This is an optimization exercise on Yosys and OpenROAD, whose aim is small area, a short achievable clock period and few clock cycles, not a production implementation. At most, simulation tests tie the RTL to the original design; equivalence was not proved. Power and IR drop assume default switching activity.

## north
==> flow/design.v <==
`timescale 1ns/1ps
module slab_alloc_top (
    input  logic                    clk,
    input  logic                    rst,
    input  logic [15:0]             req_size,
    input  logic                    req_valid,
    output logic                    req_ready,
    output logic [32-1:0] malloc_pointer,
    output logic                    malloc_failed,
    output logic                    malloc_valid,
    input  logic                    malloc_ready,
    input  logic [32-1:0] free_pointer,
    input  logic [15:0]             free_size,
    input  logic                    free_valid,
    output logic                    free_ready,
    output logic                    error_overflow
);
    function automatic logic [4:1] size_class(input logic [15:0] s);
        logic nz;
        logic [4:1] le;      
        nz = s != 16'd0;
        le[1] = s[15:7] == 9'd0 && !(s[6] && s[5:0] != 6'd0);
        le[2] = s[15:8] == 8'd0 && !(s[7] && s[6:0] != 7'd0);
        le[3] = s[15:9] == 7'd0 && !(s[8] && s[7:0] != 8'd0);
        le[4] = s[15:10] == 6'd0 && !(s[9] && s[8:0] != 9'd0);
        size_class[1] = nz && le[1];
        size_class[2] = le[2] && !le[1];
        size_class[3] = le[3] && !le[2];
        size_class[4] = le[4] && !le[3];
    endfunction
    logic [4:1] acls;
    logic [4:1] fcls;
    logic       acc_alloc;
    logic       acc_free;
    assign acls = size_class(req_size);
    assign fcls = size_class(free_size);
    assign acc_alloc = req_valid;
    assign acc_free = free_valid;
    assign req_ready = 1'b1;
    assign free_ready = 1'b1;
    logic [3:0] pg;
    logic       pg_avail;
    assign pg_avail = pg != 4'd10;
    logic [4:1] wr;
    logic [4:1] pop;
    logic [4:1] bg_set;
    logic       pg_take;
    logic [7:0] wr_data;
    logic [8:0] effm [1:4];      
    logic [7:0] remd [1:4];      
    logic [4:1] ok;              
    logic [4:1] full;            
    logic [4:1] ne;              
    logic [4:1] a_push;          
    logic [4:1] a_page;          
    logic [8:0] ptr_q;
    logic [8:0] ptr_next;
    logic [7:0] rem_next;
    always_comb begin
        ptr_next = '0;
        rem_next = '0;
        for (int k = 1; k <= 4; k++) begin
            ptr_next = ptr_next | (acls[k] ? effm[k] : 9'd0);
            rem_next = rem_next | (acls[k] ? remd[k] : 8'd0);
        end
    end
    always_ff @(posedge clk) begin
        if (rst) begin
            malloc_valid <= 1'b0;
            malloc_failed <= 1'b0;
            wr <= '0;
            pop <= '0;
            bg_set <= '0;
            pg_take <= 1'b0;
            error_overflow <= 1'b0;
        end else begin
            if (acc_alloc) begin
                malloc_valid <= 1'b1;
                malloc_failed <= (acls & ok) == '0;
            end else if (malloc_ready) begin
                malloc_valid <= 1'b0;
            end
            if (acc_alloc) begin
                wr <= acls & a_push;
                pop <= acls & ne;
                bg_set <= acls & a_push;
                pg_take <= (acls & a_page) != '0;
            end else begin
                wr <= acc_free ? (fcls & ~full) : 4'd0;
                pop <= '0;
                bg_set <= '0;
                pg_take <= 1'b0;
            end
            error_overflow <= acc_free && (fcls & full) != '0;
        end
    end
    always_ff @(posedge clk) begin
        if (acc_alloc)
            ptr_q <= ptr_next;
        wr_data <= acc_free ? free_pointer[13:6] : rem_next;
    end
    assign malloc_pointer = {17'd0, ptr_q, 6'd0};
    always_ff @(posedge clk) begin
        if (rst)
            pg <= 4'd2;
        else if (pg_take)
            pg <= pg + 1'b1;
    end
    function automatic logic [3:0] inc15(input logic [3:0] x);
        inc15 = x == 4'd14 ? 4'd0 : x + 1'b1;
    endfunction
    for (genvar k = 1; k <= 4; k++) begin : g_cls
        localparam int W = 9 - k;
        localparam int OW = 6 - k;
        logic [W-1:0] mem [15];
        logic [W-1:0] head_q;
        logic [3:0]   rd;
        logic [3:0]   wt;
        logic [4:0]   cnt;       
        logic         empty;     
        logic         one;       
        logic         bg_h;
        logic         bg_m;
        logic [3:0]   bg_s;
        logic         hasrem;
        logic [7:0]   a8;
        logic [7:0]   r8;
        logic [W-1:0] wr_k;
        logic         to_ring;
        logic         head_ld;
        logic         head_wr;
        logic [7:0]   h_a8;
        logic [7:0]   h_r8;
        logic [7:0]   w_a8;
        logic [7:0]   p_a8;
        logic [7:0]   p_r8;
        assign wr_k = wr_data[7:k-1];
        assign h_a8 = 8'({head_q, {(k-1){1'b0}}});
        assign h_r8 = 8'({head_q[W-1:OW], head_q[OW-1:0] + 1'b1, {(k-1){1'b0}}});
        assign w_a8 = 8'({wr_k, {(k-1){1'b0}}});
        assign p_a8 = {pg[2:0], 5'd0};
        assign p_r8 = 8'({pg[2:0], {(OW-1){1'b0}}, 1'b1, {(k-1){1'b0}}});
        assign ne[k] = !empty || wr[k];
        assign full[k] = wr[k] ? cnt == 5'd15 : cnt[4];
        assign a8 = !empty ? h_a8 : wr[k] ? w_a8 : p_a8;
        assign r8 = !empty ? h_r8 : p_r8;
        assign ok[k] = ne[k] || pg_avail;
        assign effm[k] = ok[k] ? {a8[7:6] == 2'b00, a8} : 9'd0;
        assign remd[k] = r8;
        assign hasrem = head_q[OW-1:0] != {OW{1'b1}};
        assign a_push[k] = ne[k] ? (bg_h && hasrem) : pg_avail;
        assign a_page[k] = !ne[k] && pg_avail;
        assign head_wr = empty || one;
        assign to_ring = wr[k] && !empty && !(one && pop[k]);
        assign head_ld = pop[k] || (wr[k] && empty);
        always_ff @(posedge clk) begin
            if (to_ring)
                mem[wt] <= wr_k;
        end
        always_ff @(posedge clk) begin
            if (head_ld)
                head_q <= head_wr ? wr_k : mem[rd];
        end
        always_ff @(posedge clk) begin
            if (rst) begin
                rd <= '0;
                wt <= '0;
                cnt <= '0;
                empty <= 1'b1;
                one <= 1'b0;
                bg_h <= 1'b0;
                bg_m <= 1'b0;
            end else begin
                if (to_ring)
                    wt <= inc15(wt);
                if (pop[k] && !head_wr)
                    rd <= inc15(rd);
                if (wr[k] && !pop[k]) begin
                    cnt <= cnt + 1'b1;
                    empty <= 1'b0;
                    one <= empty;
                end else if (pop[k] && !wr[k]) begin
                    cnt <= cnt - 1'b1;
                    empty <= one;
                    one <= cnt == 5'd2;
                end
                if (head_ld)
                    bg_h <= head_wr ? bg_set[k] : (bg_m && bg_s == rd);
                if (to_ring && bg_set[k]) begin
                    bg_m <= 1'b1;
                    bg_s <= wt;
                end else if (head_ld && !head_wr && bg_s == rd) begin
                    bg_m <= 1'b0;
                end
            end
        end
    end
endmodule
clock: 6.0 ns
lec_check: 0
cap_margin: 20
core_margin: 2
core_utilization: 55
cts_buf_list: sky130_fd_sc_hd__clkbuf_8
cts_cluster_diameter: 50
cts_cluster_size: 20
place_density: 0.7
setup_slack_margin: 3.5
slew_margin: 20
run.sh (not shown) runs the stock make flow with config.mk's settings and CLKGATE_MAP_FILE= SYNTH_SCRIPT=/design/flow/synth_recipe.tcl, a recipe that flattens the netlist after the stock synthesis.
Testbench counts of north, summed over its fixed seeds: cycles 7,452.
Relative to north, the following input files were edited for south:
==> flow/design.v, changed modules only <==
module slab_alloc_top (
    input  logic                    clk,
    input  logic                    rst,
    input  logic [15:0]             req_size,
    input  logic                    req_valid,
    output logic                    req_ready,
    output logic [32-1:0] malloc_pointer,
    output logic                    malloc_failed,
    output logic                    malloc_valid,
    input  logic                    malloc_ready,
    input  logic [32-1:0] free_pointer,
    input  logic [15:0]             free_size,
    input  logic                    free_valid,
    output logic                    free_ready,
    output logic                    error_overflow
);
    function automatic logic [4:1] size_class(input logic [15:0] s);
        logic nz;
        logic [4:1] le;      
        nz = s != 16'd0;
        le[1] = s[15:7] == 9'd0 && !(s[6] && s[5:0] != 6'd0);
        le[2] = s[15:8] == 8'd0 && !(s[7] && s[6:0] != 7'd0);
        le[3] = s[15:9] == 7'd0 && !(s[8] && s[7:0] != 8'd0);
        le[4] = s[15:10] == 6'd0 && !(s[9] && s[8:0] != 9'd0);
        size_class[1] = nz && le[1];
        size_class[2] = le[2] && !le[1];
        size_class[3] = le[3] && !le[2];
        size_class[4] = le[4] && !le[3];
    endfunction
    logic [4:1] acls;
    logic [4:1] fcls;
    logic       acc_alloc;
    logic       acc_free;
    assign acls = size_class(req_size);
    assign fcls = size_class(free_size);
    assign acc_alloc = req_valid;
    assign acc_free = free_valid;
    assign req_ready = 1'b1;
    assign free_ready = 1'b1;
    logic [3:0] pg;
    logic       pg_avail;
    assign pg_avail = pg != 4'd10;
    logic [4:1] wr;
    logic [4:1] pop;
    logic [4:1] bg_set;
    logic       pg_take;
    logic [7:0] wr_data;
    logic [8:0] effm [1:4];      
    logic [4:1] ok;              
    logic [4:1] full;            
    logic [4:1] ne;              
    logic [4:1] a_push;          
    logic [4:1] a_page;          
    logic [8:0] ptr_q;
    logic [8:0] ptr_next;
    always_comb begin
        ptr_next = '0;
        for (int k = 1; k <= 4; k++)
            ptr_next = ptr_next | (acls[k] ? effm[k] : 9'd0);
    end
    always_ff @(posedge clk) begin
        if (rst) begin
            malloc_valid <= 1'b0;
            malloc_failed <= 1'b0;
            wr <= '0;
            pop <= '0;
            bg_set <= '0;
            pg_take <= 1'b0;
            error_overflow <= 1'b0;
        end else begin
            if (acc_alloc) begin
                malloc_valid <= 1'b1;
                malloc_failed <= (acls & ok) == '0;
            end else if (malloc_ready) begin
                malloc_valid <= 1'b0;
            end
            if (acc_alloc) begin
                wr <= acls & a_push;
                pop <= acls & ne;
                bg_set <= acls & a_push;
                pg_take <= (acls & a_page) != '0;
            end else begin
                wr <= acc_free ? (fcls & ~full) : 4'd0;
                pop <= '0;
                bg_set <= '0;
                pg_take <= 1'b0;
            end
            error_overflow <= acc_free && (fcls & full) != '0;
        end
    end
    always_ff @(posedge clk) begin
        if (acc_alloc)
            ptr_q <= ptr_next;
        wr_data <= free_pointer[13:6];
    end
    assign malloc_pointer = {17'd0, ptr_q, 6'd0};
    always_ff @(posedge clk) begin
        if (rst)
            pg <= 4'd2;
        else if (pg_take)
            pg <= pg + 1'b1;
    end
    function automatic logic [3:0] inc15(input logic [3:0] x);
        inc15 = x == 4'd14 ? 4'd0 : x + 1'b1;
    endfunction
    for (genvar k = 1; k <= 4; k++) begin : g_cls
        localparam int W = 9 - k;
        localparam int OW = 6 - k;
        logic [W-1:0] mem [15];
        logic [W-1:0] head_q;
        logic [3:0]   rd;
        logic [3:0]   wt;
        logic [4:0]   cnt;       
        logic         empty;     
        logic         one;       
        logic         bg_h;
        logic         bg_m;
        logic [3:0]   bg_s;
        logic         hasrem;
        logic [7:0]   a8;
        logic [W-1:0] wr_k;
        logic         to_ring;
        logic         head_ld;
        logic         head_wr;
        logic [7:0]   h_a8;
        logic [7:0]   w_a8;
        logic [7:0]   p_a8;
        logic [W-1:0] rest;      
        logic [W-1:0] wd;
        assign wr_k = wr_data[7:k-1];
        assign rest = empty ? W'({pg[2:0], {(OW-1){1'b0}}, 1'b1})
                            : {head_q[W-1:OW], head_q[OW-1:0] + 1'b1};
        assign wd = bg_set[k] ? rest : wr_k;
        assign h_a8 = 8'({head_q, {(k-1){1'b0}}});
        assign w_a8 = 8'({wr_k, {(k-1){1'b0}}});
        assign p_a8 = {pg[2:0], 5'd0};
        assign ne[k] = !empty || wr[k];
        assign full[k] = wr[k] ? cnt == 5'd15 : cnt[4];
        assign a8 = !empty ? h_a8 : wr[k] ? w_a8 : p_a8;
        assign ok[k] = ne[k] || pg_avail;
        assign effm[k] = ok[k] ? {a8[7:6] == 2'b00, a8} : 9'd0;
        assign hasrem = head_q[OW-1:0] != {OW{1'b1}};
        assign a_push[k] = ne[k] ? (bg_h && hasrem) : pg_avail;
        assign a_page[k] = !ne[k] && pg_avail;
        assign head_wr = empty || one;
        assign to_ring = wr[k] && !empty && !(one && pop[k]);
        assign head_ld = pop[k] || (wr[k] && empty);
        always_ff @(posedge clk) begin
            if (to_ring)
                mem[wt] <= wd;
        end
        always_ff @(posedge clk) begin
            if (head_ld)
                head_q <= head_wr ? wd : mem[rd];
        end
        always_ff @(posedge clk) begin
            if (rst) begin
                rd <= '0;
                wt <= '0;
                cnt <= '0;
                empty <= 1'b1;
                one <= 1'b0;
                bg_h <= 1'b0;
                bg_m <= 1'b0;
            end else begin
                if (to_ring)
                    wt <= inc15(wt);
                if (pop[k] && !head_wr)
                    rd <= inc15(rd);
                if (wr[k] && !pop[k]) begin
                    cnt <= cnt + 1'b1;
                    empty <= 1'b0;
                    one <= empty;
                end else if (pop[k] && !wr[k]) begin
                    cnt <= cnt - 1'b1;
                    empty <= one;
                    one <= cnt == 5'd2;
                end
                if (head_ld)
                    bg_h <= head_wr ? bg_set[k] : (bg_m && bg_s == rd);
                if (to_ring && bg_set[k]) begin
                    bg_m <= 1'b1;
                    bg_s <= wt;
                end else if (head_ld && !head_wr && bg_s == rd) begin
                    bg_m <= 1'b0;
                end
            end
        end
    end
endmodule
Results
The synthesized instance count in south sits 2.3% above the value recorded for north.
Summary of south over north: fraction of met3 tracks used by global routing now smaller, setup slack after placement now larger, share of power burned in registers now smaller.
| setup slack | south vs north | worse |
[south] switching power fell 2.1% relative to north
Only the layout flow was run in south; the RTL was not checked for function there.

==> afterwards: timing with drivers on the ports <==
Ports are ideal in the flow. The routed layouts listed here were re-timed in OpenROAD.
Step 1 (the two cells are an assumption about what drives the block):
set clk [get_ports {clk}]
set_driving_cell -lib_cell sky130_fd_sc_hd__clkbuf_16 $clk
set_driving_cell -lib_cell sky130_fd_sc_hd__buf_2 [delete_from_list [all_inputs] $clk]
Step 2 moves the port delays by t, midway between the first and last clock arrival at a register: inputs arrive t later, outputs are due t later. That takes back most of the time a late clock gives input paths.
Slacks: ideal ports / drivers / drivers and shift; pairs: ideal ports / drivers.
run	t, ns	setup WS [ns]	slew at the worst register clock pin (ns)
north	0.698	3.423 / 3.430 / 2.732	0.12 / 0.12
south	0.696	3.352 / 3.367 / 2.672	0.12 / 0.12
After both steps every run listed still meets setup and hold. For north, which loses most, drivers alone change the setup slack by +0.007 ns; drivers and shift together by -0.691 ns.
